Context: an optimization exercise on an open-source flow, tuned for small area, a short achievable clock period and few clock cycles per item. The choices shown serve that exercise and are no tape-out recipe. The RTL was checked by simulation tests, not by an equivalence proof against the original design. Power and IR drop assume default switching activity.

## flow/design.v

```verilog
module alu_pipe #(
    parameter int WIDTH    = 32,
    parameter int MUL_BITS = 4
) (
    input  logic             clk,
    input  logic             reset,
    input  logic             valid_i,
    output logic             ready_o,
    input  logic [3:0]       op_i,
    input  logic [WIDTH-1:0] a_i,
    input  logic [WIDTH-1:0] b_i,
    output logic             valid_o,
    input  logic             ready_i,
    output logic [WIDTH-1:0] result_o,
    output logic             zero_o
);
    localparam int SW    = $clog2(WIDTH);
    localparam int STEPS = WIDTH / MUL_BITS;
    localparam int CW    = $clog2(STEPS + 1);
    localparam logic [3:0] OP_ROL   = 4'hB;
    localparam logic [3:0] OP_MULLO = 4'hD;
    typedef enum logic [1:0] {
        IDLE = 2'd0,
        BUSY = 2'd1,
        FULL = 2'd2
    } state_t;
    state_t           state_q, state_d;
    logic [WIDTH-1:0] mcand_q, mplier_q, acc_q;
    logic [CW-1:0]    cnt_q;
    logic             accept, drain, is_mul;
    logic [SW-1:0]    shamt, rot_amt;
    logic [SW:0]      rot_inv;
    logic [WIDTH-1:0] rot, alu_res;
    logic [WIDTH-1:0] part_in, part, acc_nxt;
    assign shamt  = b_i[SW-1:0];
    assign is_mul = (op_i == OP_MULLO);
    assign accept = valid_i & ready_o;
    assign drain  = valid_o & ready_i;
    assign rot_amt = (op_i == OP_ROL) ? (SW'(0) - shamt) : shamt;
    assign rot_inv = (SW+1)'(WIDTH) - {1'b0, rot_amt};
    assign rot     = (a_i >> rot_amt) | (a_i << rot_inv);
    always_comb begin
        alu_res = '0;
        case (op_i)
            4'h0: alu_res = a_i + b_i;
            4'h1: alu_res = a_i - b_i;
            4'h2: alu_res = a_i << shamt;
            4'h3: alu_res = $signed(a_i) >>> shamt;
            4'h4: alu_res = a_i >> shamt;
            4'h5: alu_res = a_i & b_i;
            4'h6: alu_res = a_i | b_i;
            4'h7: alu_res = ~(a_i | b_i);
            4'h8: alu_res = a_i ^ b_i;
            4'h9: alu_res = WIDTH'($signed(a_i) < $signed(b_i));
            4'hA: alu_res = WIDTH'(a_i < b_i);
            4'hB: alu_res = rot;
            4'hC: alu_res = rot;
            4'hE: alu_res = b_i;
            4'hF: alu_res = a_i;
            default: alu_res = '0;
        endcase
    end
    assign part_in = a_i * WIDTH'(b_i[MUL_BITS-1:0]);
    assign part    = mcand_q * WIDTH'(mplier_q[MUL_BITS-1:0]);
    assign acc_nxt = acc_q + part;
    always_comb begin
        state_d = state_q;
        ready_o = 1'b0;
        valid_o = 1'b0;
        unique case (state_q)
            IDLE: begin
                ready_o = 1'b1;
                if (accept)
                    state_d = (is_mul && STEPS > 1) ? BUSY : FULL;
            end
            BUSY: begin
                if (cnt_q == CW'(1))
                    state_d = FULL;
            end
            FULL: begin
                valid_o = 1'b1;
                ready_o = ready_i;
                if (accept)
                    state_d = (is_mul && STEPS > 1) ? BUSY : FULL;
                else if (drain)
                    state_d = IDLE;
            end
            default: state_d = IDLE;
        endcase
    end
    always_ff @(posedge clk) begin
        if (reset) begin
            state_q  <= IDLE;
            result_o <= '0;
            zero_o   <= 1'b0;
            mcand_q  <= '0;
            mplier_q <= '0;
            acc_q    <= '0;
            cnt_q    <= '0;
        end else begin
            state_q <= state_d;
            if (accept) begin
                if (is_mul) begin
                    acc_q    <= part_in;
                    mcand_q  <= a_i << MUL_BITS;
                    mplier_q <= b_i >> MUL_BITS;
                    cnt_q    <= CW'(STEPS - 1);
                    if (STEPS == 1) begin
                        result_o <= part_in;
                        zero_o   <= (part_in == '0);
                    end
                end else begin
                    result_o <= alu_res;
                    zero_o   <= (alu_res == '0);
                end
            end else if (state_q == BUSY) begin
                acc_q    <= acc_nxt;
                mcand_q  <= mcand_q << MUL_BITS;
                mplier_q <= mplier_q >> MUL_BITS;
                cnt_q    <= cnt_q - CW'(1);
                if (cnt_q == CW'(1)) begin
                    result_o <= acc_nxt;
                    zero_o   <= (acc_nxt == '0);
                end
            end
        end
    end
endmodule
```

## flow/run.sh

```bash
#!/bin/bash
# synth_recipe.tcl (not shown) runs the flow's synth.tcl, then flattens the netlist and writes it again
# the make line also repeats each setting of config.mk as NAME=value (left out here)
make -C /OpenROAD-flow-scripts/flow DESIGN_CONFIG=/design/flow/config.mk WORK_HOME=/design/flow/orfs CLKGATE_MAP_FILE= SYNTH_SCRIPT=/design/flow/synth_recipe.tcl finish
```

## flow/config.mk

```make
export PLATFORM = sky130hd
export DESIGN_NAME = alu_pipe
export DESIGN_NICKNAME = alu_pipe
export VERILOG_FILES = /design/flow/design.v
export SDC_FILE = /design/flow/constraint.sdc
export NUM_CORES = 4
export LEC_CHECK = 0
export CAP_MARGIN = 20
export CORE_MARGIN = 2
export CORE_UTILIZATION = 40
export SLEW_MARGIN = 20
```

## flow/constraint.sdc

```tcl
create_clock -name core_clock -period 6.5 [get_ports {clk}]
set_input_delay 1.3000 -clock core_clock [delete_from_list [all_inputs] [get_ports {clk}]]
set_output_delay 1.3000 -clock core_clock [all_outputs]
set_load 0.01 [all_outputs]
```

==> run summary <==
[worst paths after layout]
| kind | slack (ns) | start | cells after the start | to |
|---|---|---|---|---|
| max | 0.25 | a_i[0] | 21 | zero_o |
| min | 0.47 | mplier_q[27] | 2 | mplier_q[27] |
| max reg2reg | 0.44 | mplier_q[0] | 20 | acc_q[31] |
| min reg2reg | 0.47 | mplier_q[27] | 2 | mplier_q[27] |
[cell type report]
| class | count | area (µm²) |
|---|---|---|
| diodes | 4 | 10.0 |
| clock buffers | 20 | 457 |
| clock inverters | 12 | 159 |
| fillers | 6764 | 34000 |
| inverters | 294 | 1110 |
| multi-input cells | 2866 | 22000 |
| flip-flops and latches | 127 | 2540 |
| well taps | 864 | 1080 |
| repair buffers | 553 | 4670 |
[power by group]
group | leakage, nW | total (W) | switching (W) | internal, W
Combinational | 12.3 | 0.00287 | 0.00176 | 0.00111
Clock | 0.297 | 0.00106 | 0.000435 | 0.000625
Sequential | 1.03 | 0.000850 | 0.0000320 | 0.000818
Total | 13.6 | 0.00478 | 0.00222 | 0.00255
[registers in the layout, summed over array words and instances (netlist names)]
name	flops
acc_q	32
result_o	32
mcand_q	28
mplier_q	28
cnt_q	4
state_q	2
zero_o	1
[what timing repair did]
| action | 4_1_cts | 5_1_grt |
|---|---|---|
| setup endpoints to repair | 0 | 2 |
| endpoints found under the hold margin | 0 | 0 |
| gates resized for setup | 0 | 1 |
[per-stage QoR]
step | worst slack (ns) | area [µm²] | util
floorplan | -0.0133 | 26900 | -
global placement | -0.153 | 31400 | 0.475
detailed placement | -0.132 | 31400 | 0.475
CTS | 0.334 | 32000 | 0.485
global route | 0.0100 | 32000 | 0.485
finish | 0.250 | 32000 | 0.485
[cell usage in the layout, fill, tap and decap left out, types with 31 or more instances in the layout]
cell / n
fa_1: 133
a211oi_1: 80
a21oi_1: 227
a22oi_1: 36
mux2_2: 43
buf_4: 428
o21ai_0: 147
nand2_1: 394
and2_1: 124
dfxtp_1: 127
mux4_2: 93
mux2i_1: 95
nand2b_1: 34
inv_1: 290
ha_1: 163
nor3_1: 94
clkdlybuf4s50_1: 98
a21o_1: 46
o211ai_1: 39
nor2_1: 364
a31oi_1: 31
xnor2_1: 62
nand3_1: 52
a311oi_1: 71
[worst max-delay path, cell delays in order]
cell and delay (ns):
clkdlybuf4s50_1 0.45, buf_4 0.15, buf_4 0.24, ha_1 0.23, fa_1 0.42, a21oi_1 0.15, o22ai_1 0.12, a2111oi_0 0.51
buf_4 0.21, o311ai_0 0.32, a2111oi_0 0.59, buf_4 0.25, nand4b_1 0.16, or3_1 0.36, nor4_1 0.29, buf_4 0.18
nand4_1 0.12, buf_4 0.17, nor4_1 0.26, nand2_1 0.09, nand3_1 0.07
[cells by family after synthesis]
kind of cell,share of synthesized area
xor gates and xnor gates,0.0271
AOI/OAI and AO/OA,0.261
DFF,0.0949
and+or+nand+nor,0.219
buffers and inverters,0.0893
adders and majority gates,0.176
muxes,0.132
[routing by layer]
layer | track usage | wire length (µm)
met1 | 0.573 | 61900
met4 | 0.225 | 9670
met2 | 0.661 | 65900
met5 | 0 | 40
met3 | 0.111 | 17000
==> reports/metrics.cfg <==
[clock_tree]
cts.sinks = 127
clk_latency_ns = 0.48
cts_tree = yes
htree_levels = 4
cts_buffer_depth = 2
cts-root-buf = clkbuf_16
postCtsSetupBuffers = 0
cts-buffers-inserted = 17
postCtsHoldBufs = 0
path_clk_slew_ns = 0.06

[setup_path]
worst_setup_path_start_kind = input port
endpoint_kind = flop
worstPathRequired_ns = 6.91
cp_max_fo = 7
path_class = input port to flop
crit_arrival_ns = 6.66

[drt]
ant_nets = 0
vias = 31300
vias_per_cell = 6.59
drt_iter0_markers = 4540
wl_um = 155000
wl_per_cell_um = 32.6
drc = 0
first_pass_iters = 7

[cells_and_area]
syn_to_final_growth_pct = 19.4
final_cells = 4740
drive_above_1_share = 0.174
finalNetCount = 4228

[power]
power.density_nw_per_um2 = 149
p_leak_nw = 13.6
p_total_w = 0.00478
peakVddDrop_mv = 0.140

[synthesis]
synth-seq-cells = 127
yosys_warnings = 1
synth_common_cells = 396 x nand2_1, 365 x nor2_1, 290 x inv_1
synthesis.area_um2 = 26800
yosysMostFrequentCell = nand2_1
avgSynthCellArea_um2 = 7.46
netlist.area_leader.share = 0.0994
syn-num-nets = 3958
ys_async_sr_fraction = 0
synthCells = 3589
synthDistinctLibCells = 94
yosysSeqAreaShare = 0.0949
synth_top_area_cell = fa_1
ys.flop_type = dfxtp_1
synth_area_leaders = fa_1 9.9%, dfxtp_1 9.5%, mux4_2 7.8%
synth_enable_flop_cells = 0

[global_routing]
grt_max_degree = 79
grt_antenna_before_repair = 8
grt.overflow.total = 0
grt_use_total = 0.437
grt_pass1_vias = 29500
grt_pass1_wl_um = 219000

[timing]
hold_viol = 0
fin_crit_ns = 6.25
relSlewSlack = 0.202
finalCritPeriodShare = 0.962
slew_violations = 0
setup-tns-final_ns = 0
hold_ws_ns = 0.468
worst_pin_slew_ns = 1.19
rsz0062_at_grt = false
fin_skew_ns = 0.0145
fmax_mhz = 160
setup-violations-final = 0

[die]
die_area_um2 = 69100
top_level_ports = 107
die_width_um = 263
rows = 94
die_h_um = 263
core-area_um2 = 66000
initial_core_util = 0.406

[place]
dp.cells = 4704
gp_congestion = 1.09
port_buffers = 106
dp_hpwl_um = 124000

[job]
maxCapViolations = 0

[status]
status = timing/DRC/antenna clean

[worst_hold_path]
hp-class = flop to flop

Testbench counts, summed over its fixed seeds: cycles 26,597, items 9,600.

[separate check: timing with driven ports]
No port has a modelled driver above. Below, the same layout with a new extraction and two added sets of constraints.
Step 1, drivers: a clkbuf_16 drives clk and a buf_2 each remaining input, both assumed.
Step 2 moves the port delays by t, midway between the first and last clock arrival at a register: inputs arrive t later, outputs are due t later. That takes back most of the time a late clock gives input paths.
Slacks: ideal ports / drivers / drivers and shift; pairs: ideal ports / drivers.
t, ns: 0.536
slack for setup (ns): 0.250 / 0.292 / -0.244
hold slack, ns: 0.468 / 0.468 / 0.468
With both steps, setup timing fails in this run, where it was met with ideal ports. For this run, drivers alone change the setup slack by +0.042 ns; drivers and shift together by -0.494 ns.
